Context: an optimization exercise on an open-source flow, tuned for small area, a short achievable clock period and few clock cycles per item. The choices shown serve that exercise and are no tape-out recipe. RTL that was checked went through simulation tests only; none was proved equivalent to the original. The RTL of runs 2 and 3 was laid out without a check of its function.

==> flow/config.mk <==
export PLATFORM = sky130hd
export DESIGN_NAME = q16_fixed_point_alu_top
export DESIGN_NICKNAME = q16_fixed_point_alu_top
export VERILOG_FILES = /design/flow/design.v
export SDC_FILE = /design/flow/constraint.sdc
export NUM_CORES = 4
export LEC_CHECK = 0
export CAP_MARGIN = 20
export CORE_MARGIN = 2
export CORE_UTILIZATION = 60
export SLEW_MARGIN = 20
==> flow/constraint.sdc <==
create_clock -name core_clock -period 12.0 [get_ports {clk}]
set_input_delay 2.4000 -clock core_clock [delete_from_list [all_inputs] [get_ports {clk}]]
set_output_delay 2.4000 -clock core_clock [all_outputs]
set_load 0.01 [all_outputs]
==> flow/design.v <==
module q16_fixed_point_alu_top
(
	input  logic        clk,
	input  logic        arst_n,
	input  logic        s_tvalid,
	output logic        s_tready,
	input  logic [71:0] s_tdata,
	output logic        m_tvalid,
	input  logic        m_tready,
	output logic [39:0] m_tdata
);
	localparam logic [2:0] S_EMPTY = 3'd0;
	localparam logic [2:0] S_ABSF  = 3'd1;  
	localparam logic [2:0] S_CONVF = 3'd2;  
	localparam logic [2:0] S_ITER  = 3'd3;  
	localparam logic [2:0] S_MDF   = 3'd4;  
	function automatic logic [5:0] lzc32(input logic [31:0] x);
		logic [5:0] n;
		n = 6'd32;
		for (int i = 0; i < 32; i++)
			if (x[i]) n = 6'(31 - i);
		lzc32 = n;
	endfunction
	logic        a_v;
	logic [1:0]  a_op;
	logic [31:0] a_x;     
	logic [31:0] a_y;     
	logic        a_swap;  
	logic [5:0]  a_ush;   
	logic        a_neg;
	logic        a_dz;
	logic        a_big;
	logic        rdy_q;
	logic [1:0]  in_op;
	logic [31:0] in_a, in_b;
	assign in_op = s_tdata[1:0];
	assign in_a = s_tdata[33:2];
	assign in_b = s_tdata[65:34];
	logic [31:0] ma, mb;
	logic [5:0]  za, zb;        
	logic [5:0]  za_lo, zb_lo;  
	logic [7:0]  ushd;          
	logic [5:0]  ush_div, ush_mul;
	logic        swap;
	logic [5:0]  zmax;
	logic [8:0]  uconv;
	assign ma = in_a[31] ? 32'(-in_a) : in_a;
	assign mb = in_b[31] ? 32'(-in_b) : in_b;
	assign za = lzc32(in_a[31] ? ~in_a : in_a);
	assign zb = lzc32(in_b[31] ? ~in_b : in_b);
	assign za_lo = za - {5'd0, in_a[31]};
	assign zb_lo = zb - {5'd0, in_b[31]};
	assign ushd = 8'd31 + {2'd0, za_lo} - {2'd0, zb};
	assign ush_div = ushd[7] ? 6'd0 : (ushd >= 8'd46) ? 6'd46 : {ushd[5:1], 1'b0};
	assign swap = za_lo > zb_lo;
	assign zmax = swap ? za_lo : zb_lo;
	assign ush_mul = (zmax >= 6'd30) ? 6'd30 : {zmax[5:1], 1'b0};
	assign uconv = {1'b0, in_a[30:23]} - 9'd102;
	always_ff @(posedge clk) begin
		if (rdy_q) begin
			a_op <= in_op;
			a_y <= mb;
			a_swap <= swap;
			a_dz <= (in_b[30:0] == 31'd0);
			a_big <= (in_a[30:23] > 8'd142);
			case (in_op)
				2'd0: begin
					a_x <= ma;
					a_ush <= ush_mul;
					a_neg <= in_a[31] ^ in_b[31];
				end
				2'd1: begin
					a_x <= ma;
					a_ush <= ush_div;
					a_neg <= in_a[31] ^ in_b[31];
				end
				2'd2: begin
					a_x <= {8'd0, 1'b1, in_a[22:0]};
					a_ush <= uconv[8] ? 6'd0 : uconv[5:0];
					a_neg <= in_a[31];
				end
				default: begin
					a_x <= ma;
					a_ush <= 6'd32;
					a_neg <= 1'b0;
				end
			endcase
		end
	end
	logic [2:0]  st;
	logic        is_div;
	logic        neg;
	logic        dz;
	logic        big;
	logic [4:0]  cnt;   
	logic [31:0] R;    
	logic [47:0] NQ;   
	logic [31:0] D;    
	logic [32:0] T3;   
	logic [33:0] Y;    
	logic [1:0]  cq;   
	logic [1:0]  ocnt;  
	logic        out_v;
	logic [33:0] out_q;   
	logic [33:0] out_q1;  
	logic fin, push, pop, acc, xfer;
	assign fin  = (st == S_ABSF) || (st == S_CONVF) || (st == S_MDF);
	assign push = fin && !ocnt[1];
	assign pop  = out_v && m_tready;
	assign acc  = rdy_q && s_tvalid;
	assign xfer = a_v && ((st == S_EMPTY) || push);
	assign s_tready = rdy_q;
	assign m_tvalid = out_v;
	assign m_tdata  = {6'd0, out_q};
	logic [31:0] shx, dnew;
	logic [95:0] shf;
	logic [32:0] t3new;
	logic [33:0] ynew;
	logic        xdiv;
	assign xdiv = (a_op == 2'd1);
	assign shx  = (a_op == 2'd0 && !a_swap) ? a_y : a_x;
	assign dnew = (a_op == 2'd0 && !a_swap) ? a_x : a_y;
	assign shf  = {48'd0, shx, 16'd0} << a_ush;
	assign t3new = {1'b0, dnew} + {dnew, 1'b0};
	always_comb begin
		if (xdiv) begin
			ynew = ~{1'b0, t3new};
		end else begin
			case (shf[47:46])
				2'd0: ynew = 34'd0;
				2'd1: ynew = {2'b00, dnew};
				2'd2: ynew = {1'b0, dnew, 1'b0};
				default: ynew = {1'b0, t3new};
			endcase
		end
	end
	logic [32:0] T;
	logic [33:0] d1, d2, d3;
	logic [33:0] ax;
	logic [31:0] R_it;
	logic [47:0] NQ_it;
	logic [33:0] Y_it;
	assign T = {R[30:0], NQ[47:46]};
	assign d1 = {1'b0, T} - {2'b00, D};
	assign d2 = {1'b0, T} - {1'b0, D, 1'b0};
	assign ax = {1'b0, is_div & R[30], R[29:0], is_div ? NQ[47:46] : 2'b00};
	assign d3 = ax + Y + {33'd0, is_div};
	always_comb begin
		case (NQ[45:44])
			2'd0: Y_it = 34'd0;
			2'd1: Y_it = {2'b00, D};
			2'd2: Y_it = {1'b0, D, 1'b0};
			default: Y_it = {1'b0, T3};
		endcase
	end
	always_comb begin
		if (is_div) begin
			if (!d3[33]) begin
				R_it = d3[31:0];
				NQ_it = {NQ[45:0], 2'd3};
			end else if (!d2[33]) begin
				R_it = d2[31:0];
				NQ_it = {NQ[45:0], 2'd2};
			end else if (!d1[33]) begin
				R_it = d1[31:0];
				NQ_it = {NQ[45:0], 2'd1};
			end else begin
				R_it = T[31:0];
				NQ_it = {NQ[45:0], 2'd0};
			end
		end else begin
			R_it = d3[31:0];
			NQ_it = {NQ[45:0], R[31:30]} + {44'd0, cq, 2'b00};
		end
	end
	logic [31:0] hi;
	logic [31:0] M;
	logic        inc;
	logic        ovf;
	logic        ngt;
	logic [31:0] res;
	logic [33:0] result;
	assign hi = NQ[31:0] + {30'd0, cq};
	always_comb begin
		M = R;
		inc = 1'b1;
		ovf = 1'b0;
		ngt = neg;
		case (st)
			S_ABSF: begin
				ovf = (R == 32'h80000000);
				ngt = 1'b0;
			end
			S_CONVF: begin
				ovf = big || (neg ? (R > 32'h80000000) : R[31]);
			end
			default: begin
				if (is_div) begin
					M = NQ[31:0];
					ovf = neg ? ((NQ[47:31] != 17'd0) && (NQ[47:0] != 48'h80000000)) : (NQ[47:31] != 17'd0);
				end else begin
					M = {hi[15:0], R[31:16]};
					inc = (R[15:0] == 16'd0);
					ovf = neg ? ((hi[31:16] != 16'd0) || (hi[15] && ((hi[14:0] != 15'd0) || (R != 32'd0))))
					          : (hi[31:15] != 17'd0);
				end
			end
		endcase
	end
	always_comb begin
		res = ngt ? 32'(~M + {31'd0, inc}) : M;
		if (st == S_CONVF && ovf) res = neg ? 32'h80000000 : 32'h7fffffff;
		result = {1'b0, ovf, res};
		if (st == S_MDF && dz) result = {1'b1, 1'b0, 32'd0};
	end
	logic [2:0] st_nx;
	logic       a_v_nx;
	logic [1:0] ocnt_nx;
	always_comb begin
		if (xfer) begin
			case (a_op)
				2'd3: st_nx = S_ABSF;
				2'd2: st_nx = S_CONVF;
				2'd1: st_nx = a_dz ? S_MDF : S_ITER;
				default: st_nx = S_ITER;
			endcase
		end else if (st == S_EMPTY || push) begin
			st_nx = S_EMPTY;
		end else if (st == S_ITER) begin
			st_nx = (cnt == 5'd23) ? S_MDF : S_ITER;
		end else begin
			st_nx = st;
		end
	end
	assign a_v_nx = acc || (a_v && !xfer);
	assign ocnt_nx = 2'(ocnt + {1'b0, push} - {1'b0, pop});
	always_ff @(posedge clk or negedge arst_n) begin
		if (!arst_n) begin
			st <= S_EMPTY;
			a_v <= 1'b0;
			out_v <= 1'b0;
			ocnt <= 2'd0;
			rdy_q <= 1'b1;
		end else begin
			st <= st_nx;
			a_v <= a_v_nx;
			out_v <= (ocnt_nx != 2'd0);
			ocnt <= ocnt_nx;
			rdy_q <= !a_v_nx || (st_nx == S_EMPTY) ||
			         (((st_nx == S_ABSF) || (st_nx == S_CONVF) || (st_nx == S_MDF)) && !ocnt_nx[1]);
		end
	end
	always_ff @(posedge clk) begin
		if (pop ? (ocnt == 2'd2) : 1'b0) out_q <= out_q1;
		else if (push && (pop ? (ocnt == 2'd1) : (ocnt == 2'd0))) out_q <= result;
		if (push && (pop ? (ocnt == 2'd2) : (ocnt == 2'd1))) out_q1 <= result;
		if (xfer) begin
			R <= shf[79:48];
			NQ <= shf[47:0];
			D <= dnew;
			T3 <= t3new;
			Y <= ynew;
			cq <= 2'd0;
			cnt <= a_ush[5:1] + (xdiv ? 5'd0 : 5'd8);
			is_div <= xdiv;
			neg <= a_neg;
			dz <= xdiv && a_dz;
			big <= a_big;
		end else if (st == S_ITER) begin
			R <= R_it;
			NQ <= NQ_it;
			if (!is_div) begin
				Y <= Y_it;
				cq <= d3[33:32];
			end
			cnt <= cnt + 5'd1;
		end
	end
endmodule
==> flow/run.sh <==
#!/bin/bash
# synth_recipe.tcl (not shown) runs the flow's synth.tcl, then flattens the netlist and writes it again
# the make line also repeats each setting of config.mk as NAME=value (left out here)
make -C /OpenROAD-flow-scripts/flow DESIGN_CONFIG=/design/flow/config.mk WORK_HOME=/design/flow/orfs CLKGATE_MAP_FILE= SYNTH_SCRIPT=/design/flow/synth_recipe.tcl finish
==> results_dict.tcl, run 1 <==
set metrics [dict create \
    die_y_um 231.7 \
    core-area_um2 51300 \
    route.detailed.drc 0 \
    tightest_slew_ns 1.106 \
    diodes 0 \
    hp-start "a_neg" \
    cp_num_buf_inv 2 \
    fin_setup_tns_ns 0 \
    slew_viol_final 0 \
    whs_path_depth 0 \
    initial_core_util_pct 60.65 \
    postCtsSetupRepairBufs 0 \
    worstReg2RegEnd "R[2]" \
    path_class "primary input to flip-flop" \
    synth_common_cells "331 x edfxtp_1, 315 x nand2_1, 278 x o21ai_0, 266 x a21oi_1, 227 x nor2_1" \
    cp_common_cell "a21oi_1" \
    synth_ff_type "edfxtp_1" \
    synth_top_area_share_pct 31.94 \
    clk_latency_ns 0.58 \
    max_stage_delay_ns 0.46 \
    grt_pass1_vias 26650 \
    yosysMostFrequentCell "edfxtp_1" \
    h-tree-depth 2 \
    cp-end-kind "flip-flop" \
    synth_warnings 1 \
    relSlewSlack_pct 26.24 \
    finalSetupViolCount 0 \
    worstSetupStartpointType "primary input" \
    pre_cts_ws_ns 4.351 \
    path_max_fanout 48 \
    dpl.hpwl_mm 79.16 \
    maxCapViolCount 0 \
    dr.pass1.iters 6 \
    die_area_um2 53700 \
    cts-buffers-inserted 38 \
    postSynthCellCount 3506 \
    clk_path_buf_depth 3 \
    hold_viol 0 \
    ys_seq_area_share_pct 32.72 \
    synth-seq-cells 341 \
    area_growth_pct 8.199 \
    clockRootBuffer "clkbuf_16" \
    cpLargestDelayFamily "compound AO/OA/AOI/OAI gates" \
    grt_max_degree 80 \
    ys_async_sr_fraction_pct 2.346 \
    fin_crit_sh_pct 59.84 \
    vias 28920 \
    grt_antenna_before_repair 1 \
    clock-sinks 341 \
    clock_skew_ns 0.04349 \
    worst_path_max_delay_cell "clkdlybuf4s50_1" \
    crit_required_ns 12.27 \
    yosysTopAreaCell "edfxtp_1" \
    synth.avg_cell_area_um2 8.875 \
    outcome "timing/DRC/antenna clean" \
    cts_resized 0 \
    antenna_left 0 \
    reg2reg_depth 13 \
    grt_usage_pct 38.01 \
    hold_path_class "flip-flop to flip-flop" \
    routed_wl_mm 104.4 \
    portBuffers 105 \
    rsz0062_at_grt "false" \
    synth.distinct_cells 96 \
    timing.fmax_mhz 139.3 \
    setup_ws_ns 4.820 \
    ios 118 \
    finalNetCount 3705 \
    fin_cells 4169 \
    r2r-start "is_div" \
    period_needed_ns 7.180 \
    synthesis.area_um2 31110 \
    regToRegSetupSlack_ns 5.76 \
    clk_pin_slew_ns 0.07 \
    ys_top_cells_by_area "edfxtp_1 32%, ha_1 6.4%, xnor2_1 5.1%" \
    overflow 0 \
    routabilityCongestion 0.9933 \
    placed_cells 4103 \
    post_drt_wl_per_cell_um 25.03 \
    cp.arrival_ns 7.45 \
    whs_endpoint "neg" \
    drtIter0Drc 3777 \
    rows 83 \
    vias_per_cell 6.938 \
    holdBufCountCts 0 \
    final_layout_size_suffix_gt1_share_pct 7.165 \
    cts_tree "yes" \
    synth_edf_count 331 \
    grt_pass1_wl_mm 157.7 \
    die_w_um 231.7 \
]
==> layout by cell type (no fill, tap or decap), types with 23 or more instances in the layout <==
cell,n
edfxtp_1,331
nand2_1,314
o21ai_0,276
a21oi_1,266
nor2_1,226
xnor2_1,180
ha_1,158
inv_1,148
mux2i_1,109
nand3_1,109
clkdlybuf4s50_1,104
nor3_1,103
xor2_1,84
a21o_1,68
mux2_2,57
o22ai_1,56
mux4_2,47
a221oi_1,46
o21a_1,40
clkbuf_16,40
o211ai_1,38
nand2b_1,36
a31oi_1,36
nand4_1,34
o31ai_1,34
a211oi_1,33
nor4_1,32
buf_4,31
and3_1,30
nor2b_1,29
or3_1,28
and2_1,23
==> worst reg2reg max path: cells and delay by family (launching register included) <==
kind / cells / cell delay [ns]
buf+inv: 1 / 0.77
fa+ha+maj: 1 / 0.33
flops: 1 / 0.41
mux: 1 / 0.52
compound gates: 7 / 2.80
simple gates: 3 / 1.17
==> sequential cells by signal, summed over array words and instances, names as in the netlist, 2 cells and up <==
register / count
D: 32
T3: 32
R: 32
a_x: 32
out_q: 34
NQ: 48
ocnt: 2
a_op: 2
a_ush: 6
cq: 2
a_y: 32
cnt: 5
out_q1: 34
st: 3
Y: 34
==> logic make-up (layout without fill, tap and decap cells) <==
group | count (synthesis) | count (layout) | synth area share [%]
other | 1 | 6 | 0.01205
buffers and inverters | 377 | 355 | 4.994
adders and majority gates | 167 | 167 | 6.868
xor gates and xnor gates | 264 | 264 | 7.431
DFF | 341 | 341 | 32.72
and+or+nand+nor | 1025 | 1025 | 15.76
muxes | 213 | 213 | 8.971
AOI/OAI and AO/OA | 1118 | 1118 | 23.24
==> worst max path at each step <==
stage / slack [ns] / depth (start not counted) / startpoint / to
after floorplan: 4.62 / 4 / st[2] / NQ[0]
after global placement: 4.39 / 26 / s_tdata[33] / a_ush[3]
after detailed placement: 4.35 / 26 / s_tdata[33] / a_ush[3]
after CTS: 4.92 / 26 / s_tdata[33] / a_ush[3]
after global routing: 4.46 / 26 / s_tdata[33] / a_ush[3]
final: 4.82 / 26 / s_tdata[33] / a_ush[3]
==> stage by stage <==
step           cell area [um^2]  hold slack (ns)  util [%]
5_1_grt                   33670           0.4608     65.62
2_1_floorplan             31130           0.4003         -
3_3_place_gp              32360           0.4078     63.08
6_report                  33670           0.4369     65.62
4_1_cts                   33630           0.4369     65.55
3_5_place_dp              32360           0.4144     63.08
==> cell type report <==
cell class                 count  area, um^2
sequential                   341       10180
tap                          680       850.8
multi-input combinational   2793       19470
clock buffer                  45        1030
timing repair buffer         137        1306
clock inverter                20       241.5
inverter                     153       579.3
fill                        4162       17640
==> per-layer routing <==
layer	routed length [um]	GRT usage, %
met1	41480	51.55
met3	11590	7.650
met5	0	0
met4	6373	20.91
met2	44920	57.07
Testbench counts, summed over its fixed seeds: cycles 82,551, items 16,000.
==> inputs of run 2 (changes only) <==
--- a/flow/design.v
+++ b/flow/design.v
@@ -21,23 +21,28 @@
 			if (x[i]) n = 6'(31 - i);
 		lzc32 = n;
 	endfunction
+	logic        i_v;
+	logic [65:0] i_d;
+	logic        rdy_q;
+	always_ff @(posedge clk) begin
+		if (rdy_q) i_d <= s_tdata[65:0];
+	end
 	logic        a_v;
 	logic [1:0]  a_op;
 	logic [31:0] a_x;     
 	logic [31:0] a_y;     
-	logic        a_swap;  
 	logic [5:0]  a_ush;   
 	logic        a_neg;
 	logic        a_dz;
 	logic        a_big;
-	logic        rdy_q;
 	logic [1:0]  in_op;
 	logic [31:0] in_a, in_b;
-	assign in_op = s_tdata[1:0];
-	assign in_a = s_tdata[33:2];
-	assign in_b = s_tdata[65:34];
+	assign in_op = i_d[1:0];
+	assign in_a = i_d[33:2];
+	assign in_b = i_d[65:34];
 	logic [31:0] ma, mb;
-	logic [5:0]  za, zb;        
+	logic [4:0]  ca, cb;        
+	logic [5:0]  zb;            
 	logic [5:0]  za_lo, zb_lo;  
 	logic [7:0]  ushd;          
 	logic [5:0]  ush_div, ush_mul;
@@ -46,26 +51,27 @@
 	logic [8:0]  uconv;
 	assign ma = in_a[31] ? 32'(-in_a) : in_a;
 	assign mb = in_b[31] ? 32'(-in_b) : in_b;
-	assign za = lzc32(in_a[31] ? ~in_a : in_a);
-	assign zb = lzc32(in_b[31] ? ~in_b : in_b);
-	assign za_lo = za - {5'd0, in_a[31]};
-	assign zb_lo = zb - {5'd0, in_b[31]};
+	assign ca = 5'(lzc32({in_a[31:1] ^ in_a[30:0], 1'b1}));
+	assign cb = 5'(lzc32({in_b[31:1] ^ in_b[30:0], 1'b1}));
+	assign zb = {1'b0, cb} + 6'd1;
+	assign za_lo = {1'b0, ca} + {5'd0, !in_a[31]};
+	assign zb_lo = {1'b0, cb} + {5'd0, !in_b[31]};
 	assign ushd = 8'd31 + {2'd0, za_lo} - {2'd0, zb};
 	assign ush_div = ushd[7] ? 6'd0 : (ushd >= 8'd46) ? 6'd46 : {ushd[5:1], 1'b0};
 	assign swap = za_lo > zb_lo;
 	assign zmax = swap ? za_lo : zb_lo;
 	assign ush_mul = (zmax >= 6'd30) ? 6'd30 : {zmax[5:1], 1'b0};
 	assign uconv = {1'b0, in_a[30:23]} - 9'd102;
+	logic i2a;
 	always_ff @(posedge clk) begin
-		if (rdy_q) begin
+		if (i2a) begin
 			a_op <= in_op;
-			a_y <= mb;
-			a_swap <= swap;
+			a_y <= (in_op == 2'd0 && !swap) ? ma : mb;
 			a_dz <= (in_b[30:0] == 31'd0);
 			a_big <= (in_a[30:23] > 8'd142);
 			case (in_op)
 				2'd0: begin
-					a_x <= ma;
+					a_x <= swap ? ma : mb;
 					a_ush <= ush_mul;
 					a_neg <= in_a[31] ^ in_b[31];
 				end
@@ -109,27 +115,25 @@
 	assign pop  = out_v && m_tready;
 	assign acc  = rdy_q && s_tvalid;
 	assign xfer = a_v && ((st == S_EMPTY) || push);
+	assign i2a  = i_v && (!a_v || xfer);
 	assign s_tready = rdy_q;
 	assign m_tvalid = out_v;
 	assign m_tdata  = {6'd0, out_q};
-	logic [31:0] shx, dnew;
 	logic [95:0] shf;
 	logic [32:0] t3new;
 	logic [33:0] ynew;
 	logic        xdiv;
 	assign xdiv = (a_op == 2'd1);
-	assign shx  = (a_op == 2'd0 && !a_swap) ? a_y : a_x;
-	assign dnew = (a_op == 2'd0 && !a_swap) ? a_x : a_y;
-	assign shf  = {48'd0, shx, 16'd0} << a_ush;
-	assign t3new = {1'b0, dnew} + {dnew, 1'b0};
+	assign shf  = {48'd0, a_x, 16'd0} << a_ush;
+	assign t3new = {1'b0, a_y} + {a_y, 1'b0};
 	always_comb begin
 		if (xdiv) begin
 			ynew = ~{1'b0, t3new};
 		end else begin
 			case (shf[47:46])
 				2'd0: ynew = 34'd0;
-				2'd1: ynew = {2'b00, dnew};
-				2'd2: ynew = {1'b0, dnew, 1'b0};
+				2'd1: ynew = {2'b00, a_y};
+				2'd2: ynew = {1'b0, a_y, 1'b0};
 				default: ynew = {1'b0, t3new};
 			endcase
 		end
@@ -153,26 +157,25 @@
 			default: Y_it = {1'b0, T3};
 		endcase
 	end
-	always_comb begin
-		if (is_div) begin
-			if (!d3[33]) begin
-				R_it = d3[31:0];
-				NQ_it = {NQ[45:0], 2'd3};
-			end else if (!d2[33]) begin
-				R_it = d2[31:0];
-				NQ_it = {NQ[45:0], 2'd2};
-			end else if (!d1[33]) begin
-				R_it = d1[31:0];
-				NQ_it = {NQ[45:0], 2'd1};
-			end else begin
-				R_it = T[31:0];
-				NQ_it = {NQ[45:0], 2'd0};
-			end
-		end else begin
+	logic take3;
+	logic [1:0] q;
+	assign take3 = !is_div || !d3[33];
+	always_comb begin
+		if (take3) begin
 			R_it = d3[31:0];
-			NQ_it = {NQ[45:0], R[31:30]} + {44'd0, cq, 2'b00};
-		end
-	end
+			q = 2'd3;
+		end else if (!d2[33]) begin
+			R_it = d2[31:0];
+			q = 2'd2;
+		end else if (!d1[33]) begin
+			R_it = d1[31:0];
+			q = 2'd1;
+		end else begin
+			R_it = T[31:0];
+			q = 2'd0;
+		end
+	end
+	assign NQ_it = {NQ[45:0] + {44'd0, cq}, is_div ? q : R[31:30]};
 	logic [31:0] hi;
 	logic [31:0] M;
 	logic        inc;
@@ -214,7 +217,7 @@
 		if (st == S_MDF && dz) result = {1'b1, 1'b0, 32'd0};
 	end
 	logic [2:0] st_nx;
-	logic       a_v_nx;
+	logic       a_v_nx, i_v_nx;
 	logic [1:0] ocnt_nx;
 	always_comb begin
 		if (xfer) begin
@@ -232,21 +235,24 @@
 			st_nx = st;
 		end
 	end
-	assign a_v_nx = acc || (a_v && !xfer);
+	assign i_v_nx = acc || (i_v && !i2a);
+	assign a_v_nx = i2a || (a_v && !xfer);
 	assign ocnt_nx = 2'(ocnt + {1'b0, push} - {1'b0, pop});
 	always_ff @(posedge clk or negedge arst_n) begin
 		if (!arst_n) begin
 			st <= S_EMPTY;
 			a_v <= 1'b0;
+			i_v <= 1'b0;
 			out_v <= 1'b0;
 			ocnt <= 2'd0;
 			rdy_q <= 1'b1;
 		end else begin
 			st <= st_nx;
 			a_v <= a_v_nx;
+			i_v <= i_v_nx;
 			out_v <= (ocnt_nx != 2'd0);
 			ocnt <= ocnt_nx;
-			rdy_q <= !a_v_nx || (st_nx == S_EMPTY) ||
+			rdy_q <= !i_v_nx || !a_v_nx || (st_nx == S_EMPTY) ||
 			         (((st_nx == S_ABSF) || (st_nx == S_CONVF) || (st_nx == S_MDF)) && !ocnt_nx[1]);
 		end
 	end
@@ -257,7 +263,7 @@
 		if (xfer) begin
 			R <= shf[79:48];
 			NQ <= shf[47:0];
-			D <= dnew;
+			D <= a_y;
 			T3 <= t3new;
 			Y <= ynew;
 			cq <= 2'd0;
==> results_dict.tcl, run 2 <==
set metrics [dict create \
    route.detailed.drc 0 \
    drtIter0Drc 3538 \
    vias_per_cell 6.713 \
    synth-seq-cells 407 \
    layout_common_cells "396 x edfxtp_1, 317 x nand2_1, 311 x a21oi_1, 274 x o21ai_0, 241 x nor2_1" \
    rows 86 \
    grt_pass1_wl_mm 162.1 \
    cts_resized 0 \
    finalSetupViolCount 0 \
    dr.pass1.iters 8 \
    path_max_fanout 41 \
    vias 29590 \
    pre_cts_ws_ns 5.965 \
    clk_path_buf_depth 3 \
    final_layout_size_suffix_gt1_share_pct 7.242 \
    grt_antenna_before_repair 0 \
    reg2reg_depth 22 \
    hold_path_class "flip-flop to flip-flop" \
    portBuffers 105 \
    overflow 0 \
    synth_ff_type "edfxtp_1" \
    worstReg2RegEnd "a_y[12]" \
    finish.utilization_pct 66.65 \
    clock_skew_ns 0.05788 \
    tightest_slew_ns 1.140 \
    synth_warnings 1 \
    regToRegSetupSlack_ns 5.85 \
    clk_latency_ns 0.63 \
    post_drt_wl_per_cell_um 24.46 \
    grt_usage_pct 36.88 \
    routabilityCongestion 1.001 \
    worst_path_max_delay_cell "edfxtp_1" \
    period_needed_ns 6.150 \
    synth_common_cells "396 x edfxtp_1, 318 x nand2_1, 311 x a21oi_1, 276 x o21ai_0, 243 x nor2_1" \
    largest_reg_flops 66 \
    worstSetupStartpointType "flip-flop" \
    synth_top_area_share_pct 35.71 \
    synth_edf_count 396 \
    ys_seq_area_share_pct 36.51 \
    die_area_um2 57410 \
    relSlewSlack_pct 23.92 \
    fin_setup_tns_ns 0 \
    grt_pass1_vias 27740 \
    clock-sinks 407 \
    maxCapViolCount 0 \
    antenna_left 0 \
    h-tree-depth 2 \
    synthesis.area_um2 33300 \
    cp_common_cell "ha_1" \
    core-area_um2 54990 \
    clk_pin_slew_ns 0.06 \
    dpl.hpwl_mm 81.92 \
    fin_crit_sh_pct 51.25 \
    path_class "flip-flop to flip-flop" \
    fin_cells 4408 \
    area_growth_pct 10.05 \
    crit_required_ns 12.39 \
    initial_core_util_pct 60.57 \
    yosysMostFrequentCell "edfxtp_1" \
    rsz0062_at_grt "false" \
    cp-end-kind "flip-flop" \
    synth.avg_cell_area_um2 9.249 \
    postCtsSetupRepairBufs 0 \
    ios 118 \
    setup_ws_ns 5.850 \
    holdBufCountCts 0 \
    placed_cells 4321 \
    reg_top3 "i_d x66, NQ x48" \
    yosysTopAreaCell "edfxtp_1" \
    crit_chain "inv_1, ha_1, nor4_1, o21ai_0, nor4_1, o31ai_1, o221ai_1, nor2_1, ha_1, xor2_1, inv_1, ha_1, o21a_1, o21a_1, o211ai_1, mux2_1, o2111ai_1, o31a_1, buf_4, nand2b_2, buf_4, mux2i_1" \
    die_y_um 239.6 \
    layout_commonest_cell "edfxtp_1" \
    postSynthCellCount 3601 \
    largest_register "i_d" \
    hold_viol 0 \
    hp-start "a_big" \
    cp.arrival_ns 6.54 \
    grt_max_degree 83 \
    cts-buffers-inserted 47 \
    slew_viol_final 0 \
    whs_endpoint "big" \
    ys_top_cells_by_area "edfxtp_1 36%, ha_1 8.3%, a21oi_1 4.7%" \
    ys_async_sr_fraction_pct 2.211 \
    cts_tree "yes" \
    outcome "timing/DRC/antenna clean" \
    max_stage_delay_ns 0.54 \
    r2r-start "i_d[32]" \
    finalNetCount 3928 \
    die_w_um 239.6 \
    clockRootBuffer "clkbuf_16" \
    synth.distinct_cells 91 \
    routed_wl_mm 107.8 \
    timing.fmax_mhz 162.6 \
    whs_path_depth 0 \
]
-- run 2: cell types whose count changed in the layout (fill, tap and decap cells not counted), moves of 17 or more --
cell,change
inv_1,+35
a21oi_1,+45
a22o_1,+22
xor2_1,-20
o22ai_1,-17
mux2_2,+21
nor3_1,-36
edfxtp_1,+65
nand3_1,-33
ha_1,+64
mux4_2,-20
-- run 2: worst max path at each step --
stage,startpoint,to,slack (ns),cells after the start
6_report,i_d[32],a_y[12],5.85,22
5_1_grt,i_d[32],a_y[17],5.44,22
4_1_cts,i_d[32],a_y[17],5.93,22
3_5_place_dp,i_d[32],a_x[1],5.96,22
3_3_place_gp,i_d[6],a_y[17],6.05,22
2_1_floorplan,st[2],NQ[0],4.61,3
-- run 2: per-layer routing --
layer  global-route usage [%]  wire (um)  up-vias  share of wire (%)
met1                    49.24      43290    14080                 40
li1                         -          -    13620                  -
met3                    5.774      10100      254                9.4
met4                    18.18       5537        0                5.1
met2                    58.52      48880     1638                 45
met5                        0          0        -                  0
-- run 2: logic make-up (layout without fill, tap and decap cells) --
| group | Yosys count | count (layout) | synth area share (%) |
|---|---|---|---|
| AOI/OAI and AO/OA | 1140 | 1140 | 21.97 |
| other | 1 | 7 | 0.01126 |
| DFF | 407 | 407 | 36.51 |
| buffers and inverters | 371 | 424 | 4.388 |
| and+or+nand+nor | 1001 | 1001 | 14.33 |
| xor gates and xnor gates | 236 | 236 | 6.206 |
| muxes | 214 | 214 | 7.765 |
| adders and majority gates | 231 | 231 | 8.821 |
-- run 2: cell type report --
type	instances	area, um^2
multi-input cells	2828	19770
clock buffers	53	1199
well taps	748	935.9
repair buffers	149	1401
diodes	1	2.502
inverters	190	718.2
fillers	4325	18340
flip-flops and latches	407	12160
clock inverters	32	462.9
-- run 2: metrics by stage --
stage | instance area [um^2] | hold slack, ns
6_report | 36650 | 0.4305
5_1_grt | 36650 | 0.4317
4_1_cts | 36620 | 0.4324
3_5_place_dp | 34950 | 0.4187
3_3_place_gp | 34950 | 0.4019
2_1_floorplan | 33320 | 0.4003
-- run 2: critical path: cells and delay by family, from the launching register on --
family,cells,cell delay [ns]
AO/OA/AOI/OAI,8,1.27
XOR/XNOR,1,0.29
adder cells (fa/ha/maj),3,0.95
buffers and inverters,4,1.13
flip-flops,1,0.54
multiplexers,2,0.75
AND/OR/NAND/NOR,4,0.93
==> inputs of run 3 (changes only) <==
--- a/flow/design.v
+++ b/flow/design.v
@@ -21,6 +21,27 @@
 			if (x[i]) n = 6'(31 - i);
 		lzc32 = n;
 	endfunction
+	function automatic logic amo32(input logic [31:0] x);
+		logic [31:0] z;  
+		logic [31:0] o;  
+		logic [31:0] z2, o2;
+		z = ~x;
+		o = 32'hffffffff;
+		for (int l = 0; l < 5; l++) begin
+			for (int i = 0; i < 32; i++) begin
+				if ((i % (2 << l)) == 0) begin
+					z2[i] = z[i] & z[i + (1 << l)];
+					o2[i] = (o[i] & z[i + (1 << l)]) | (z[i] & o[i + (1 << l)]);
+				end else begin
+					z2[i] = 1'b0;
+					o2[i] = 1'b0;
+				end
+			end
+			z = z2;
+			o = o2;
+		end
+		amo32 = o[0];
+	endfunction
 	logic        i_v;
 	logic [65:0] i_d;
 	logic        rdy_q;
@@ -34,6 +55,7 @@
 	logic [5:0]  a_ush;   
 	logic        a_neg;
 	logic        a_dz;
+	logic        a_p2;    
 	logic        a_big;
 	logic [1:0]  in_op;
 	logic [31:0] in_a, in_b;
@@ -61,6 +83,10 @@
 	assign swap = za_lo > zb_lo;
 	assign zmax = swap ? za_lo : zb_lo;
 	assign ush_mul = (zmax >= 6'd30) ? 6'd30 : {zmax[5:1], 1'b0};
+	logic       p2;
+	logic [5:0] ush_p2;
+	assign p2 = in_b[31] ? amo32({in_b[31:1] ^ in_b[30:0], 1'b0}) : amo32(in_b);
+	assign ush_p2 = {1'b0, cb} + 6'd2 - {5'd0, in_b[31]};
 	assign uconv = {1'b0, in_a[30:23]} - 9'd102;
 	logic i2a;
 	always_ff @(posedge clk) begin
@@ -68,6 +94,7 @@
 			a_op <= in_op;
 			a_y <= (in_op == 2'd0 && !swap) ? ma : mb;
 			a_dz <= (in_b[30:0] == 31'd0);
+			a_p2 <= p2;
 			a_big <= (in_a[30:23] > 8'd142);
 			case (in_op)
 				2'd0: begin
@@ -77,7 +104,7 @@
 				end
 				2'd1: begin
 					a_x <= ma;
-					a_ush <= ush_div;
+					a_ush <= p2 ? ush_p2 : ush_div;
 					a_neg <= in_a[31] ^ in_b[31];
 				end
 				2'd2: begin
@@ -97,6 +124,7 @@
 	logic        is_div;
 	logic        neg;
 	logic        dz;
+	logic        p2q;   
 	logic        big;
 	logic [4:0]  cnt;   
 	logic [31:0] R;    
@@ -177,13 +205,15 @@
 	end
 	assign NQ_it = {NQ[45:0] + {44'd0, cq}, is_div ? q : R[31:30]};
 	logic [31:0] hi;
+	logic [47:0] qd;
+	assign qd = p2q ? {R, NQ[47:32]} : NQ;
 	logic [31:0] M;
 	logic        inc;
 	logic        ovf;
 	logic        ngt;
 	logic [31:0] res;
 	logic [33:0] result;
-	assign hi = NQ[31:0] + {30'd0, cq};
+	assign hi = NQ_it[33:2];  
 	always_comb begin
 		M = R;
 		inc = 1'b1;
@@ -199,8 +229,8 @@
 			end
 			default: begin
 				if (is_div) begin
-					M = NQ[31:0];
-					ovf = neg ? ((NQ[47:31] != 17'd0) && (NQ[47:0] != 48'h80000000)) : (NQ[47:31] != 17'd0);
+					M = qd[31:0];
+					ovf = neg ? ((qd[47:31] != 17'd0) && (qd[47:0] != 48'h80000000)) : (qd[47:31] != 17'd0);
 				end else begin
 					M = {hi[15:0], R[31:16]};
 					inc = (R[15:0] == 16'd0);
@@ -224,7 +254,7 @@
 			case (a_op)
 				2'd3: st_nx = S_ABSF;
 				2'd2: st_nx = S_CONVF;
-				2'd1: st_nx = a_dz ? S_MDF : S_ITER;
+				2'd1: st_nx = (a_dz || a_p2) ? S_MDF : S_ITER;
 				default: st_nx = S_ITER;
 			endcase
 		end else if (st == S_EMPTY || push) begin
@@ -271,6 +301,7 @@
 			is_div <= xdiv;
 			neg <= a_neg;
 			dz <= xdiv && a_dz;
+			p2q <= a_p2;
 			big <= a_big;
 		end else if (st == S_ITER) begin
 			R <= R_it;
--- a/flow/config.mk
+++ b/flow/config.mk
@@ -8,4 +8,5 @@
 export CAP_MARGIN = 20
 export CORE_MARGIN = 2
 export CORE_UTILIZATION = 60
+export SETUP_SLACK_MARGIN = 5
 export SLEW_MARGIN = 20
==> results_dict.tcl, run 3 <==
set metrics [dict create \
    timing.fmax_mhz 164.3 \
    hold_viol 0 \
    synth-seq-cells 409 \
    grt_usage_pct 38.10 \
    dr.pass1.iters 6 \
    reg_top3 "i_d x66, NQ x48" \
    ios 118 \
    clk_latency_ns 0.62 \
    clk_path_buf_depth 3 \
    grt_pass1_wl_mm 175.5 \
    grt_max_degree 85 \
    cts-buffers-inserted 45 \
    r2r-start "i_d[2]" \
    cpLargestDelayFamily "compound AO/OA/AOI/OAI gates" \
    die_w_um 243.5 \
    fillers 4482 \
    cp.depth 22 \
    synth_edf_count 398 \
    vias 31670 \
    grt_antenna_before_repair 0 \
    antenna_left 0 \
    h-tree-depth 2 \
    max_stage_delay_ns 0.81 \
    synth_top_family_by_area "compound AO/OA/AOI/OAI gates" \
    clock_skew_ns 0.02915 \
    ys_top_cells_by_area "edfxtp_1 35%, ha_1 8.9%, a21oi_1 5.0%" \
    placed_cells 4530 \
    maxCapViolCount 0 \
    outcome "timing/DRC/antenna clean" \
    route.detailed.drc 0 \
    postSynthCellCount 3814 \
    crit_required_ns 12.33 \
    cts_tree "yes" \
    clk_pin_slew_ns 0.06 \
    synth_common_cells "398 x edfxtp_1, 361 x nand2_1, 342 x a21oi_1, 307 x nor2_1, 267 x o21ai_0" \
    finalNetCount 4151 \
    reg2reg_depth 22 \
    rsz0062_at_grt "false" \
    postCtsSetupRepairBufs 0 \
    cp_num_buf_inv 2 \
    slew_viol_final 0 \
    synth.distinct_cells 94 \
    path_class "flip-flop to flip-flop" \
    hp-start "a_neg" \
    overflow 0 \
    tightest_slew_ns 1.291 \
    core-area_um2 56500 \
    synth_ff_type "edfxtp_1" \
    portBuffers 105 \
    whs_path_depth 0 \
    path_max_fanout 31 \
    layout_commonest_cell "edfxtp_1" \
    final_layout_size_suffix_gt1_share_pct 6.554 \
    yosysTopAreaCell "edfxtp_1" \
    synth_warnings 1 \
    dpl.hpwl_mm 88.10 \
    synth_top_area_share_pct 34.73 \
    synthAdderAreaFrac_pct 9.547 \
    clock-sinks 409 \
    finalSetupViolCount 0 \
    post_drt_wl_per_cell_um 25.02 \
    yosysMostFrequentCell "edfxtp_1" \
    ys_async_sr_fraction_pct 2.200 \
    worst_path_max_delay_cell "nor2_1" \
    synth.avg_cell_area_um2 9.023 \
    cts_resized 0 \
    yosys.area_share.simple_pct 15.35 \
    critPathLaunch "i_d[2]" \
    hold_path_class "flip-flop to flip-flop" \
    crit_chain "inv_1, ha_1, nand2b_1, a21oi_1, o21bai_1, a21oi_1, a2111oi_0, o22ai_1, nor2_1, ha_1, ha_1, nor2b_1, o21ai_0, nand2b_1, a211oi_1, nand2b_1, o211ai_1, o221a_2, buf_4, nor2_1, a22o_1, a221oi_1" \
    routabilityCongestion 1.048 \
    relSlewSlack_pct 11.69 \
    largest_register "i_d" \
    clockRootBuffer "clkbuf_16" \
    die_area_um2 59290 \
    synthMuxAreaShare_pct 6.617 \
    holdBufCountCts 0 \
    grt_pass1_vias 29870 \
    cp-end-kind "flip-flop" \
    worstSetupStartpointType "flip-flop" \
    drtIter0Drc 3871 \
    fin_crit_sh_pct 50.71 \
    vias_per_cell 6.860 \
    ys_seq_area_share_pct 35.50 \
    synthXorXnorAreaFrac_pct 6.562 \
    rows 87 \
    diodes 0 \
    synth-compound-area-share_pct 21.99 \
    fin_cells 4616 \
    die_y_um 243.5 \
    area_growth_pct 9.242 \
    period_needed_ns 6.085 \
    fin_setup_tns_ns 0 \
    cp.arrival_ns 6.42 \
    initial_core_util_pct 60.92 \
    routed_wl_mm 115.5 \
    layout_common_cells "398 x edfxtp_1, 359 x nand2_1, 342 x a21oi_1, 306 x nor2_1, 265 x o21ai_0" \
    largest_reg_flops 66 \
    synthesis.area_um2 34420 \
]
-- run 3: worst paths after layout --
path                       slack [ns]  endpoint
setup / recovery                 5.91   a_x[14]
hold / removal                   0.42       neg
setup reg to reg                 5.91   a_x[14]
hold reg to reg                  0.42       neg
max in group asynchronous        9.60     rdy_q
min in group asynchronous        2.09     out_v
-- run 3: layout make-up --
class	count	area [um^2]	area share [%]
Clock buffer	55	1184	3.148
Clock inverter	29	331.6	0.8819
Inverter	196	740.7	1.970
Multi-Input combinational cell	3020	20760	55.21
Sequential cell	409	12220	32.50
Tap cell	756	945.9	2.516
Timing Repair Buffer	151	1420	3.777
-- run 3: cells by family (layout without fill, tap and decap cells) --
logic type	after synthesis	count (layout)
AO/OA/AOI/OAI	1188	1188
AND/OR/NAND/NOR	1125	1125
flip-flops	409	409
buffers and inverters	390	431
adder cells (fa/ha/maj)	260	260
XOR/XNOR	257	257
multiplexers	184	184
other	1	6
-- run 3: routing by layer --
metal	vias up	GRT usage (%)	share of wire, %
li1	14350	-	-
met1	14980	50.58	39
met2	1998	59.52	45
met3	338	6.918	11
met4	0	20.32	6.1
met5	-	0	0
-- run 3: per-stage QoR --
step | worst slack (ns) | hold WS (ns) | cell area, um^2 | utilization (%)
floorplan | 6.486 | 0.4003 | 34430 | -
global placement | 6.042 | 0.4079 | 36040 | 63.79
detailed placement | 6.088 | 0.4108 | 36040 | 63.79
CTS | 5.994 | 0.4247 | 37550 | 66.47
finish | 5.915 | 0.4230 | 37600 | 66.55
global route | 5.526 | 0.4473 | 37600 | 66.55
==> inputs of run 4 (changes only) <==
--- a/flow/design.v
+++ b/flow/design.v
@@ -137,9 +137,10 @@
 	logic        out_v;
 	logic [33:0] out_q;   
 	logic [33:0] out_q1;  
-	logic fin, push, pop, acc, xfer;
+	logic fin, push, pop, acc, xfer, dlast;
 	assign fin  = (st == S_ABSF) || (st == S_CONVF) || (st == S_MDF);
-	assign push = fin && !ocnt[1];
+	assign dlast = (st == S_ITER) && is_div && !neg && (cnt == 5'd23);
+	assign push = (fin || dlast) && !ocnt[1];
 	assign pop  = out_v && m_tready;
 	assign acc  = rdy_q && s_tvalid;
 	assign xfer = a_v && ((st == S_EMPTY) || push);
@@ -204,6 +205,8 @@
 		end
 	end
 	assign NQ_it = {NQ[45:0] + {44'd0, cq}, is_div ? q : R[31:30]};
+	logic [33:0] dres;
+	assign dres = {1'b0, (NQ[45:29] != 17'd0), NQ[29:0], q};
 	logic [31:0] hi;
 	logic [47:0] qd;
 	assign qd = p2q ? {R, NQ[47:32]} : NQ;
@@ -245,6 +248,7 @@
 		if (st == S_CONVF && ovf) res = neg ? 32'h80000000 : 32'h7fffffff;
 		result = {1'b0, ovf, res};
 		if (st == S_MDF && dz) result = {1'b1, 1'b0, 32'd0};
+		if (st == S_ITER) result = dres;
 	end
 	logic [2:0] st_nx;
 	logic       a_v_nx, i_v_nx;
==> results_dict.tcl, run 4 <==
set metrics [dict create \
    cp_num_buf_inv 6 \
    antenna_left 0 \
    layout_common_cells "398 x edfxtp_1, 391 x nand2_1, 309 x nor2_1, 284 x a21oi_1, 279 x o21ai_0" \
    fin_setup_tns_ns 0 \
    slew_viol_final 0 \
    synth_edf_count 398 \
    finalSetupViolCount 0 \
    cts_tree "yes" \
    path_class "flip-flop to flip-flop" \
    clk_latency_ns 0.61 \
    hold_path_class "flip-flop to flip-flop" \
    synth_ff_type "edfxtp_1" \
    crit_required_ns 12.41 \
    grt_antenna_before_repair 0 \
    postCtsSetupRepairBufs 0 \
    period_needed_ns 6.136 \
    ys_top_cells_by_area "edfxtp_1 35%, ha_1 8.9%, nand2_1 4.3%" \
    area_growth_pct 8.834 \
    postPlaceCellArea_um2 36040 \
    routed_wl_mm 113.8 \
    cp.arrival_ns 6.54 \
    synth.distinct_cells 108 \
    regToRegSetupSlack_ns 5.86 \
    yosysMostFrequentCell "edfxtp_1" \
    postSynthCellCount 3826 \
    synth_common_cells "398 x edfxtp_1, 392 x nand2_1, 310 x nor2_1, 284 x a21oi_1, 280 x o21ai_0" \
    synth-seq-cells 409 \
    holdBufCountCts 0 \
    cp-end-kind "flip-flop" \
    fin_area_um2 37550 \
    relSlewSlack_pct 16.70 \
    ios 118 \
    ys_async_sr_fraction_pct 2.200 \
    layout_commonest_cell "edfxtp_1" \
    critPathLaunch "is_div" \
    vias_per_cell 6.755 \
    synth_warnings 1 \
    post_drt_wl_per_cell_um 24.64 \
    holdWs_ns 0.4418 \
    cts_resized 0 \
    cp_common_cell "buf_4" \
    grt_pass1_wl_mm 171.5 \
    grt_usage_pct 37.27 \
    worstSetupStartpointType "flip-flop" \
    cts-buffers-inserted 45 \
    grt_pass1_vias 29160 \
    clock_skew_ns 0.03279 \
    overflow 0 \
    clockRootBuffer "clkbuf_16" \
    endpoint "Y[32]" \
    worstReg2RegEnd "Y[32]" \
    largest_register "i_d" \
    clk_pin_slew_ns 0.06 \
    clk_path_buf_depth 3 \
    synth.avg_cell_area_um2 9.017 \
    route.detailed.drc 0 \
    path_max_fanout 74 \
    die_area_um2 59440 \
    dpl.hpwl_mm 85.97 \
    grt_max_degree 77 \
    cp.depth 14 \
    outcome "timing/DRC/antenna clean" \
    synthesis.area_um2 34500 \
    largest_reg_flops 66 \
    crit_chain "buf_4, inv_1, buf_4, o311a_1, nor4_1, o21ai_4, inv_6, buf_4, buf_4, nand2_1, nor4b_1, mux2_2, a311oi_1, o21ai_1" \
    cpLargestDelayFamily "buffers and inverters" \
    maxCapViolCount 0 \
    placed_cells 4534 \
    dr.pass1.iters 8 \
    timing.fmax_mhz 163.0 \
    reg2reg_depth 14 \
    initial_core_util_pct 60.95 \
    synth_top_area_share_pct 34.64 \
    die_w_um 243.8 \
    fin_cells 4618 \
    rows 87 \
    routabilityCongestion 1.103 \
    final_layout_size_suffix_gt1_share_pct 6.732 \
    ys_seq_area_share_pct 35.41 \
    portBuffers 105 \
    rsz0062_at_grt "false" \
    vias 31200 \
    h-tree-depth 2 \
    fin_crit_sh_pct 51.13 \
    r2r-start "is_div" \
    die_y_um 243.8 \
    diodes 0 \
    finalNetCount 4154 \
    drtIter0Drc 3639 \
    worst_path_max_delay_cell "buf_4" \
    yosysTopAreaCell "edfxtp_1" \
    reg_top3 "i_d x66, NQ x48" \
    hold_viol 0 \
    max_stage_delay_ns 0.77 \
    clock-sinks 409 \
    finish.utilization_pct 66.34 \
    tightest_slew_ns 1.249 \
    core-area_um2 56600 \
]
==> run 4: stage by stage <==
step	setup WS [ns]
after floorplan	6.490
after global placement	6.346
after global routing	5.548
final	5.864
after detailed placement	6.060
after CTS	6.048
==> run 4: logic make-up after synthesis <==
group	Yosys count	share of synthesized area, %
muxes	179	6.216
DFF	409	35.41
xor gates and xnor gates	255	6.473
and+or+nand+nor	1160	15.89
AOI/OAI and AO/OA	1160	21.74
buffers and inverters	403	4.758
other	1	0.01087
adders and majority gates	259	9.494
==> run 4: per-layer routing <==
metal,track usage (%),share of wire [%],vias to the layer above
met2,59.41,45,1854
met1,47.60,38,14700
met4,21.54,6.7,0
met3,6.918,10,331
met5,0,0,-
li1,-,-,14320
==> run 4: worst min path at each step <==
| stage | from | to | slack [ns] | cells after the start |
|---|---|---|---|---|
| after floorplan | a_big | big | 0.40 | 0 |
| after global placement | a_neg | neg | 0.42 | 0 |
| after detailed placement | a_big | big | 0.43 | 0 |
| after CTS | a_big | big | 0.44 | 0 |
| after global routing | a_big | big | 0.46 | 0 |
| final | a_big | big | 0.44 | 0 |
==> run 4: layout make-up <==
class	instances	area [um^2]
multi-input cells	3019	20720
repair buffers	153	1431
flip-flops and latches	409	12220
clock buffers	62	1252
well taps	756	945.9
fillers	4535	19060
clock inverters	21	232.7
inverters	198	748.2
==> run 4: worst reg2reg max path, delay by kind of cell, from the launching register on <==
kind | cells | cell delay [ns]
AO/OA/AOI/OAI | 4 | 0.97
multiplexers | 1 | 0.25
flip-flops | 1 | 0.32
AND/OR/NAND/NOR | 3 | 1.55
buffers and inverters | 6 | 2.89
Testbench counts of run 4, summed over its fixed seeds: cycles 72,406, items 16,000.
==> inputs of run 5 (changes only) <==
==> flow/flow/run.sh (new file) <==
#!/bin/bash
# The standard layout (standard.sh: ORFS synthesis through finish, unchanged scripts,
# the design's SDC and clock period), with the resizer's setup repair asked to leave
# more slack than the default so that it works on every path that sets the period.
set -euo pipefail
bash standard.sh SETUP_SLACK_MARGIN=8 finish > standard_flow.log 2>&1
==> flow/standard.sh (new file) <==
#!/bin/bash
# synth_recipe.tcl (not shown) runs the flow's synth.tcl, then flattens the netlist and writes it again
# the make line also repeats each setting of config.mk as NAME=value (left out here)
make -C /OpenROAD-flow-scripts/flow DESIGN_CONFIG=/design/flow/config.mk WORK_HOME=/design/flow/orfs CLKGATE_MAP_FILE= SYNTH_SCRIPT=/design/flow/synth_recipe.tcl "${@:-finish}"
--- a/flow/config.mk
+++ b/flow/config.mk
@@ -7,6 +7,5 @@
 export LEC_CHECK = 0
 export CAP_MARGIN = 20
 export CORE_MARGIN = 2
-export CORE_UTILIZATION = 60
-export SETUP_SLACK_MARGIN = 5
+export CORE_UTILIZATION = 50
 export SLEW_MARGIN = 20
removed: flow/run.sh
==> results_dict.tcl, run 5 <==
set metrics [dict create \
    outcome "timing/DRC/antenna clean" \
    synth-compound-area-share_pct 21.74 \
    synth-seq-cells 409 \
    vias 31830 \
    grt_pass1_vias 29730 \
    clk_path_buf_depth 3 \
    clk_latency_ns 0.60 \
    yosysMostFrequentCell "edfxtp_1" \
    ys_top_cells_by_area "edfxtp_1 35%, ha_1 8.9%, nand2_1 4.3%" \
    period_needed_ns 4.967 \
    synth_edf_count 398 \
    fin_crit_sh_pct 41.39 \
    synth_common_cells "398 x edfxtp_1, 392 x nand2_1, 310 x nor2_1, 284 x a21oi_1, 280 x o21ai_0" \
    finalNetCount 4330 \
    rsz0062_at_grt "true" \
    cts_tree "yes" \
    synthesis.area_um2 34500 \
    synthXorXnorAreaFrac_pct 6.473 \
    layout_common_cells "398 x edfxtp_1, 386 x nand2_1, 282 x nor2_1, 264 x o21ai_0, 257 x a21oi_1" \
    max_stage_delay_ns 0.56 \
    routed_wl_mm 127.2 \
    layout_commonest_cell "edfxtp_1" \
    clockRootBuffer "clkbuf_16" \
    die_w_um 266.7 \
    hp-start "a_big" \
    yosys.area_share.simple_pct 15.89 \
    hold_viol 0 \
    slew_viol_final 0 \
    fin_setup_tns_ns 0 \
    overflow 0 \
    relSlewSlack_pct 15.36 \
    largest_register "i_d" \
    synth_top_area_share_pct 34.64 \
    grtUsageMet2_pct 54.59 \
    core-area_um2 68470 \
    grt_usage_pct 34.66 \
    placed_cells 4659 \
    grt_busiest_layer "met2" \
    grt_pass1_wl_mm 186.7 \
    h-tree-depth 2 \
    r2r-start "i_d[15]" \
    worst_path_max_delay_cell "or4_4" \
    synth_warnings 1 \
    ios 118 \
    postSynthCellCount 3826 \
    synth.distinct_cells 108 \
    diodes 0 \
    drtIter0Drc 3681 \
    final_layout_size_suffix_gt1_share_pct 16.07 \
    clk_pin_slew_ns 0.06 \
    tightest_slew_ns 1.268 \
    die_area_um2 71120 \
    whs_endpoint "big" \
    cp.arrival_ns 5.36 \
    crit_required_ns 12.39 \
    antenna_left 0 \
    hold_path_class "flip-flop to flip-flop" \
    vias_per_cell 6.470 \
    synth.avg_cell_area_um2 9.017 \
    synth_ff_type "edfxtp_1" \
    cp-end-kind "flip-flop" \
    grt_antenna_before_repair 0 \
    crit_chain "inv_2, ha_4, or4_4, o21bai_4, a21bo_2, a21oi_4, o21ai_1, or4_4, xnor2_4, ha_4, inv_2, ha_4, a21oi_4, nor2b_2, or2_4, a21oi_2, xor2_1, o21ai_1, or4b_4, o2111ai_4" \
    regToRegSetupSlack_ns 7.03 \
    clock-sinks 409 \
    portBuffers 105 \
    dr.pass1.iters 8 \
    dpl.hpwl_mm 92.03 \
    whs_path_depth 0 \
    clock_skew_ns 0.03995 \
    reg_top3 "i_d x66, NQ x48" \
    die_y_um 266.7 \
    area_growth_pct 18.43 \
    routabilityCongestion 1.003 \
    met3_usage_pct 4.364 \
    ys_seq_area_share_pct 35.41 \
    path_max_fanout 4 \
    synthAdderAreaFrac_pct 9.494 \
    worstReg2RegEnd "a_ush[4]" \
    grt_util_met1_pct 45.48 \
    initial_core_util_pct 50.39 \
    ys_async_sr_fraction_pct 2.200 \
    yosysTopAreaCell "edfxtp_1" \
    finalSetupViolCount 0 \
    fin_cells 4920 \
    cp_common_cell "ha_4" \
    synthMuxAreaShare_pct 6.216 \
    cts-buffers-inserted 48 \
    route.detailed.drc 0 \
    reg2reg_depth 20 \
    synth_top_family_by_area "compound AO/OA/AOI/OAI gates" \
    post_drt_wl_per_cell_um 25.85 \
    timing.fmax_mhz 201.3 \
    cpLargestDelayFamily "simple AND/OR/NAND/NOR gates" \
    worstSetupStartpointType "flip-flop" \
    rows 96 \
    largest_reg_flops 66 \
    cp_num_buf_inv 2 \
    maxCapViolCount 0 \
    holdBufCountCts 0 \
    path_class "flip-flop to flip-flop" \
    grt_max_degree 84 \
]
run 5: cell counts after synthesis:
Identical to the previous run, type by type.
run 5: how the worst max path moves through the flow:
stage	slack [ns]	depth (start not counted)	endpoint	start
floorplan	7.35	20	a_ush[4]	i_d[13]
global placement	6.17	23	a_x[29]	i_d[34]
detailed placement	6.06	23	a_x[29]	i_d[34]
CTS	7.07	20	a_x[13]	i_d[15]
global route	6.87	26	a_x[13]	i_d[37]
finish	7.03	20	a_ush[4]	i_d[15]
run 5: layer usage:
metal	vias to the layer above	wire, um	share of wire [%]
li1	14690	-	-
met1	15300	51060	40
met2	1546	57610	45
met3	295	9684	7.6
met4	0	8816	6.9
met5	-	0	0
run 5: metrics by stage:
step / hold slack (ns) / setup slack [ns] / util [%] / instance area, um^2
6_report: 0.4193 / 7.033 / 59.68 / 40860
3_3_place_gp: 0.4052 / 6.172 / 53.23 / 36450
3_5_place_dp: 0.4063 / 6.056 / 53.24 / 36450
5_1_grt: 0.4238 / 6.869 / 59.68 / 40860
2_1_floorplan: 0.4003 / 7.355 / - / 34870
4_1_cts: 0.4200 / 7.071 / 57.95 / 39670
run 5: repair_timing:
item	in CTS	in global routing
endpoints found under the setup margin	454	142
setup buffers	83	71
pin swaps	53	60
hold endpoints to repair	0	0
gates cloned	12	8
resized for setup	155	127
run 5: cell families (layout without fill, tap and decap cells):
family / count (synthesis) / after routing
compound gates: 1160 / 1161
xor+xnor: 255 / 255
fa+ha+maj: 259 / 259
buf+inv: 403 / 598
flops: 409 / 409
mux: 179 / 181
other cells: 1 / 6
simple gates: 1160 / 1169
run 5: area by class of cell:
type                            count  area, um^2
Tap cell                          882        1104
Fill cell                        5879       27610
Sequential cell                   409       12220
Multi-Input combinational cell   3031       22270
Clock inverter                     32       277.8
Clock buffer                       54        1224
Timing Repair Buffer              314        2998
Inverter                          198       758.2
==> inputs of run 6 (changes only) <==
--- a/flow/design.v
+++ b/flow/design.v
@@ -52,6 +52,7 @@
 	logic [1:0]  a_op;
 	logic [31:0] a_x;     
 	logic [31:0] a_y;     
+	logic        a_swap;  
 	logic [5:0]  a_ush;   
 	logic        a_neg;
 	logic        a_dz;
@@ -92,13 +93,14 @@
 	always_ff @(posedge clk) begin
 		if (i2a) begin
 			a_op <= in_op;
-			a_y <= (in_op == 2'd0 && !swap) ? ma : mb;
+			a_y <= mb;
+			a_swap <= swap;
 			a_dz <= (in_b[30:0] == 31'd0);
 			a_p2 <= p2;
 			a_big <= (in_a[30:23] > 8'd142);
 			case (in_op)
 				2'd0: begin
-					a_x <= swap ? ma : mb;
+					a_x <= ma;
 					a_ush <= ush_mul;
 					a_neg <= in_a[31] ^ in_b[31];
 				end
@@ -150,19 +152,24 @@
 	assign m_tdata  = {6'd0, out_q};
 	logic [95:0] shf;
 	logic [32:0] t3new;
+	logic [31:0] shx, dnew;
+	logic        mulsw;
+	assign mulsw = (a_op == 2'd0) && !a_swap;
+	assign shx  = mulsw ? a_y : a_x;
+	assign dnew = mulsw ? a_x : a_y;
 	logic [33:0] ynew;
 	logic        xdiv;
 	assign xdiv = (a_op == 2'd1);
-	assign shf  = {48'd0, a_x, 16'd0} << a_ush;
-	assign t3new = {1'b0, a_y} + {a_y, 1'b0};
+	assign shf  = {48'd0, shx, 16'd0} << a_ush;
+	assign t3new = {1'b0, dnew} + {dnew, 1'b0};
 	always_comb begin
 		if (xdiv) begin
 			ynew = ~{1'b0, t3new};
 		end else begin
 			case (shf[47:46])
 				2'd0: ynew = 34'd0;
-				2'd1: ynew = {2'b00, a_y};
-				2'd2: ynew = {1'b0, a_y, 1'b0};
+				2'd1: ynew = {2'b00, dnew};
+				2'd2: ynew = {1'b0, dnew, 1'b0};
 				default: ynew = {1'b0, t3new};
 			endcase
 		end
@@ -297,7 +304,7 @@
 		if (xfer) begin
 			R <= shf[79:48];
 			NQ <= shf[47:0];
-			D <= a_y;
+			D <= dnew;
 			T3 <= t3new;
 			Y <= ynew;
 			cq <= 2'd0;
--- a/flow/config.mk
+++ b/flow/config.mk
@@ -9,3 +9,4 @@
 export CORE_MARGIN = 2
 export CORE_UTILIZATION = 50
 export SLEW_MARGIN = 20
+export TNS_END_PERCENT = 10
==> results_dict.tcl, run 6 <==
set metrics [dict create \
    finalSetupViolCount 0 \
    fin_setup_tns_ns 0 \
    maxCapViolCount 0 \
    synthAdderAreaFrac_pct 9.698 \
    grt_pass1_vias 28390 \
    synthMuxAreaShare_pct 8.508 \
    fillers 5672 \
    crit_required_ns 12.46 \
    die_y_um 265.0 \
    hold_viol 0 \
    timing.fmax_mhz 213.7 \
    cts-buffers-inserted 48 \
    pre_cts_ws_ns 6.255 \
    grt_util_met1_pct 45.86 \
    h-tree-depth 2 \
    r2r-start "i_d[8]" \
    final_layout_size_suffix_gt1_share_pct 15.63 \
    synth-seq-cells 410 \
    grtUsageMet2_pct 52.37 \
    postSynthCellCount 3654 \
    synth_common_cells "399 x edfxtp_1, 299 x nor2_1, 285 x a21oi_1, 282 x nand2_1, 248 x ha_1" \
    yosysTopAreaCell "edfxtp_1" \
    ys_async_sr_fraction_pct 2.195 \
    area_growth_pct 18.38 \
    holdBufCountCts 0 \
    whs_endpoint "neg" \
    route.detailed.drc 0 \
    ys_seq_area_share_pct 35.96 \
    holdWs_ns 0.4169 \
    clock_skew_ns 0.03307 \
    die_w_um 265.0 \
    synth-compound-area-share_pct 20.12 \
    synth_edf_count 399 \
    relSlewSlack_pct 33.07 \
    grt_busiest_layer "met2" \
    cp-end-kind "flip-flop" \
    path_class "flip-flop to flip-flop" \
    clk_latency_ns 0.62 \
    clk_path_buf_depth 3 \
    period_needed_ns 4.679 \
    dpl.hpwl_mm 88.70 \
    hold_path_class "flip-flop to flip-flop" \
    synthesis.area_um2 34060 \
    yosys.area_share.simple_pct 14.17 \
    worstReg2RegEnd "a_ush[4]" \
    diodes 0 \
    clock-sinks 410 \
    grt_pass1_wl_mm 177.7 \
    die_area_um2 70220 \
    synth_top_family_by_area "compound AO/OA/AOI/OAI gates" \
    vias 30560 \
    rsz0062_at_grt "true" \
    final-seq-area_um2 12250 \
    routabilityCongestion 0.9980 \
    finalNetCount 4146 \
    synth_top_area_share_pct 35.18 \
    layout_common_cells "399 x edfxtp_1, 290 x nor2_1, 278 x nand2_1, 259 x a21oi_1, 219 x o21ai_0" \
    cp.arrival_ns 5.14 \
    synthXorXnorAreaFrac_pct 6.631 \
    initial_core_util_pct 50.62 \
    largest_reg_flops 66 \
    clockRootBuffer "clkbuf_16" \
    grt_max_degree 84 \
    worstSetupStartpointType "flip-flop" \
    drtIter0Drc 3416 \
    reg_top3 "i_d x66, NQ x48" \
    slew_viol_final 0 \
    setup_ws_ns 7.321 \
    dr.pass1.iters 7 \
    whs_path_depth 0 \
    synth_ff_type "edfxtp_1" \
    largest_register "i_d" \
    core-area_um2 67280 \
    ys_top_cells_by_area "edfxtp_1 35%, ha_1 9.1%, xnor2_1 4.7%" \
    path_max_fanout 4 \
    tightest_slew_ns 1.004 \
    hp-start "a_neg" \
    regToRegSetupSlack_ns 7.32 \
    overflow 0 \
    ios 118 \
    antenna_left 0 \
    routed_wl_mm 121.9 \
    portBuffers 105 \
    vias_per_cell 6.467 \
    cts_tree "yes" \
    grt_antenna_before_repair 1 \
    synth.avg_cell_area_um2 9.321 \
    clk_pin_slew_ns 0.06 \
    met3_usage_pct 5.128 \
    rows 95 \
    post_drt_wl_per_cell_um 25.81 \
    multiInputGateArea_um2 21740 \
    finish.utilization_pct 59.93 \
    outcome "timing/DRC/antenna clean" \
    synth.distinct_cells 107 \
    reg2reg_depth 24 \
    grt_usage_pct 33.24 \
    synth_warnings 1 \
    layout_commonest_cell "edfxtp_1" \
    fin_crit_sh_pct 38.99 \
    yosysMostFrequentCell "edfxtp_1" \
]
==> run 6: worst max path at each step <==
stage	start	endpoint	slack, ns	cells past startpoint
finish	i_d[8]	a_ush[4]	7.32	24
global route	i_d[8]	a_ush[4]	7.16	24
CTS	i_d[5]	a_ush[3]	7.40	22
detailed placement	i_d[5]	a_ush[4]	6.26	22
global placement	i_d[5]	a_ush[4]	6.27	22
floorplan	a_op[0]	Y[26]	7.45	17
==> run 6: worst max-delay path, cell delays in order (launching register included) <==
cell      delay [ns]
edfxtp_1        0.38
inv_2           0.14
ha_4            0.24
nor2_4          0.12
o31ai_4         0.08
a211oi_2        0.28
o31ai_2         0.10
a211oi_2        0.29
o311ai_2        0.11
buf_4           0.19
a31oi_4         0.17
ha_4            0.19
xnor2_4         0.14
inv_2           0.06
ha_4            0.28
inv_4           0.04
ha_4            0.20
a21o_1          0.20
a21oi_4         0.19
xnor2_2         0.10
a31o_4          0.24
a21oi_4         0.18
a21oi_4         0.11
or4_1           0.42
nand3_1         0.11
==> run 6: logic make-up after synthesis <==
group                      count (synthesis)
AOI/OAI and AO/OA                       1073
and+or+nand+nor                         1012
DFF                                      410
buffers and inverters                    402
adders and majority gates                261
xor gates and xnor gates                 257
muxes                                    238
other                                      1
==> run 6: cell type report <==
| type | count | share of cell area (%) |
|---|---|---|
| multi-input combinational | 2848 | 53.92 |
| clock inverter | 32 | 1.077 |
| inverter | 220 | 2.076 |
| clock buffer | 55 | 3.044 |
| timing repair buffer | 287 | 6.799 |
| sequential | 410 | 30.38 |
| tap | 873 | 2.709 |
==> run 6: layer usage <==
metal  vias to the layer above  part of all wire [%]
li1                      13970                     -
met1                     14790                    42
met2                      1516                    45
met3                       282                   8.8
met4                         0                   4.7
met5                         -                     0
==> run 6: metrics by stage <==
step | cells | area, um^2
after floorplan | 3659 | 34100
after global placement | 4492 | 35720
after detailed placement | 4492 | 35720
after CTS | 4670 | 39300
after global routing | 4725 | 40320
final | 4725 | 40320
==> run 6: timing repair <==
action / in CTS / in global routing
endpoints found under the setup margin: 170 / 141
resized for setup: 208 / 105
pin swaps: 72 / 58
setup buffers: 87 / 51
cloned: 4 / 3
Testbench counts of run 6, summed over its fixed seeds: cycles 72,406, items 16,000.

what the ideal ports hide:
The flow's constraints put no driver on any port. The routed layouts listed below were extracted and timed again, unchanged, in two steps.
Step 1 (the two cells are an assumption about what drives the block):
set clk [get_ports {clk}]
set_driving_cell -lib_cell sky130_fd_sc_hd__clkbuf_16 $clk
set_driving_cell -lib_cell sky130_fd_sc_hd__buf_2 [delete_from_list [all_inputs] $clk]
Step 2 adds t to the input delays and takes it off the output delays; t is the mean of the earliest and latest rising clock arrival at the registers after step 1. Input paths then give back, and output paths get back, about the clock's delay inside the block.
a / b / c = no drivers / after step 1 / after step 2; a / b = the first two.
| run | t (ns) | setup slack, ns | worst hold slack (ns) | worst setup path after step 2 | slew at the worst register clock pin (ns) |
|---|---|---|---|---|---|
| run 1 | 0.617 | 4.820 / 4.847 / 4.230 | 0.437 / 0.437 / 0.437 | input to register | 0.07 / 0.07 |
| run 2 | 0.667 | 5.850 / 5.850 / 5.850 | 0.431 / 0.430 / 0.430 | register to register | 0.07 / 0.07 |
| run 3 | 0.669 | 5.915 / 5.915 / 5.915 | 0.423 / 0.423 / 0.423 | register to register | 0.07 / 0.07 |
| run 4 | 0.657 | 5.864 / 5.864 / 5.864 | 0.442 / 0.442 / 0.442 | register to register | 0.06 / 0.06 |
| run 5 | 0.653 | 7.033 / 7.033 / 7.033 | 0.419 / 0.419 / 0.419 | register to register | 0.06 / 0.06 |
| run 6 | 0.667 | 7.321 / 7.321 / 7.321 | 0.417 / 0.417 / 0.417 | register to register | 0.07 / 0.07 |
After both steps setup and hold are still met in every run listed. For run 1, which loses most, drivers alone change the setup slack by +0.027 ns; drivers and shift together by -0.590 ns.
